Background: an optimization exercise with open tools, aiming at small area. Do not read the settings as production practice.
Only simulation tests tie the RTL to the original design; equivalence was not proved.
Power figures rest on the tool's default switching activity, not on a simulated workload.

// settings
module settings #(
  parameter int unsigned MEMORY_WIDTH      = 32,
  parameter int unsigned ROM_MEMORY_LENGTH = 16,
  parameter int unsigned RAM_MEMORY_LENGTH = 16,
  localparam int unsigned ADDR_WIDTH       = $clog2(ROM_MEMORY_LENGTH + RAM_MEMORY_LENGTH)
) (
  input  logic                    clk,
  input  logic                    rstb,
  input  logic                    wen,
  input  logic [ADDR_WIDTH-1:0]   addr,
  input  logic [MEMORY_WIDTH-1:0] data_in,
  output logic [MEMORY_WIDTH-1:0] data_out,
  input  logic [MEMORY_WIDTH-1:0] rom_data_0,
  input  logic [MEMORY_WIDTH-1:0] rom_data_1,
  input  logic [MEMORY_WIDTH-1:0] rom_data_2,
  input  logic [MEMORY_WIDTH-1:0] rom_data_3,
  input  logic [MEMORY_WIDTH-1:0] rom_data_4,
  input  logic [MEMORY_WIDTH-1:0] rom_data_5,
  input  logic [MEMORY_WIDTH-1:0] rom_data_6,
  input  logic [MEMORY_WIDTH-1:0] rom_data_7,
  input  logic [MEMORY_WIDTH-1:0] rom_data_8,
  input  logic [MEMORY_WIDTH-1:0] rom_data_9,
  input  logic [MEMORY_WIDTH-1:0] rom_data_10,
  input  logic [MEMORY_WIDTH-1:0] rom_data_11,
  input  logic [MEMORY_WIDTH-1:0] rom_data_12,
  input  logic [MEMORY_WIDTH-1:0] rom_data_13,
  input  logic [MEMORY_WIDTH-1:0] rom_data_14,
  input  logic [MEMORY_WIDTH-1:0] rom_data_15,
  output logic [MEMORY_WIDTH-1:0] ram_data_out_0,
  output logic [MEMORY_WIDTH-1:0] ram_data_out_1,
  output logic [MEMORY_WIDTH-1:0] ram_data_out_2,
  output logic [MEMORY_WIDTH-1:0] ram_data_out_3,
  output logic [MEMORY_WIDTH-1:0] ram_data_out_4,
  output logic [MEMORY_WIDTH-1:0] ram_data_out_5,
  output logic [MEMORY_WIDTH-1:0] ram_data_out_6,
  output logic [MEMORY_WIDTH-1:0] ram_data_out_7,
  output logic [MEMORY_WIDTH-1:0] ram_data_out_8,
  output logic [MEMORY_WIDTH-1:0] ram_data_out_9,
  output logic [MEMORY_WIDTH-1:0] ram_data_out_10,
  output logic [MEMORY_WIDTH-1:0] ram_data_out_11,
  output logic [MEMORY_WIDTH-1:0] ram_data_out_12,
  output logic [MEMORY_WIDTH-1:0] ram_data_out_13,
  output logic [MEMORY_WIDTH-1:0] ram_data_out_14,
  output logic [MEMORY_WIDTH-1:0] ram_data_out_15
);
For scale: ~1600 cells after synthesis, roughly 0.019 mm^2 of cells after synthesis.
clock: 12.0 ns
lec_check: 0
cap_margin: 20
core_area: 5 5 245 245
die_area: 0 0 250 250
slew_margin: 20
standard.sh (not shown) runs the stock make flow with config.mk's settings and CLKGATE_MAP_FILE= SYNTH_SCRIPT=/design/flow/synth_recipe.tcl, a recipe that flattens the netlist after the stock synthesis.
==> flow/flow/run.sh <==
#!/bin/bash
# Own layout flow: the standard synthesis, then its combinational logic re-mapped by
# flow/gennet.py (registers kept as synthesised), then the standard layout steps with
# minimum-size port buffers and a leaner clock tree. Each tool's output goes to its own log.
set -euo pipefail
R=orfs/results/$FLOW_PLATFORM/settings/base
bash standard.sh synth > log_synth.txt 2>&1
cp $R/1_2_yosys.v $R/1_2_yosys_standard.v
python3 flow/gennet.py $R/1_2_yosys_standard.v $R/1_2_yosys_mapped.v > log_gennet.txt 2>&1
cp $R/1_2_yosys_mapped.v $R/1_2_yosys.v
touch $R/1_2_yosys.v
export BUFFER_PORTS_ARGS="-buffer_cell sky130_fd_sc_hd__buf_1"
export IO_PLACER_V="met2 met4"
export CTS_ARGS="-sink_clustering_enable -sink_clustering_size 16 -sink_clustering_max_diameter 60 -repair_clock_nets -dont_use_dummy_load -buf_list \"sky130_fd_sc_hd__clkbuf_4 sky130_fd_sc_hd__clkbuf_8\""
bash standard.sh finish > log_layout.txt 2>&1
Other scripts of this flow, unchanged in this note and not shown: flow/flow/gennet.py
==> next run, changes <==
--- a/flow/flow/run.sh
+++ b/flow/flow/run.sh
@@ -12,4 +12,3 @@
 export BUFFER_PORTS_ARGS="-buffer_cell sky130_fd_sc_hd__buf_1"
-export IO_PLACER_V="met2 met4"
-export CTS_ARGS="-sink_clustering_enable -sink_clustering_size 16 -sink_clustering_max_diameter 60 -repair_clock_nets -dont_use_dummy_load -buf_list \"sky130_fd_sc_hd__clkbuf_4 sky130_fd_sc_hd__clkbuf_8\""
+export CTS_ARGS="-sink_clustering_enable -repair_clock_nets -dont_use_dummy_load"
 bash standard.sh finish > log_layout.txt 2>&1
- CORE_AREA: 5 5 245 245 -> 10 10 390 390
- DIE_AREA: 0 0 250 250 -> 0 0 400 400
The new run finished with timing, DRC and antenna clean.
Cell count grows by 33%.
Via count shrinks by 2.4%.
Clock power grows by 63%.
Final area grows by 9.8%.
Area after synthesis stays the same.
Wire length grows by 24%.
Count of clock-buffer cells in the layout grows by 13.
Core utilization shrinks by 25 points.
Synthesized cell count stays the same.

-- afterwards: timing with drivers on the ports --
In the flow no input, the clock included, has a driving cell. The finished layouts below were timed again as built, in two steps. Step 1: set_driving_cell puts a clkbuf_16 on clk and a buf_2 on each other input, an assumption about the parent block. Step 2, shift: input delay + t, output delay - t, t = (earliest + latest rising clock arrival at the registers) / 2. This alone moves slack from input paths to output paths. a / b / c = ideal / step 1 / step 2; a / b = the first two.
run | t (ns) | setup WS [ns] | hold WS [ns] | latest minus earliest clock arrival (ns) | cell pins on the clock port's net
the first run | 0.710 | 3.805 / 3.763 / 3.763 | 0.504 / 0.504 / 0.504 | 0.065 / 0.065 | 1
the second run | 0.709 | 3.315 / 3.276 / 3.276 | 0.498 / 0.498 / 0.498 | 0.077 / 0.077 | 1
After both steps setup and hold are still met in every run listed. The setup slack of the first run, which loses most, moves by -0.042 ns with the drivers and by -0.042 ns with both steps.
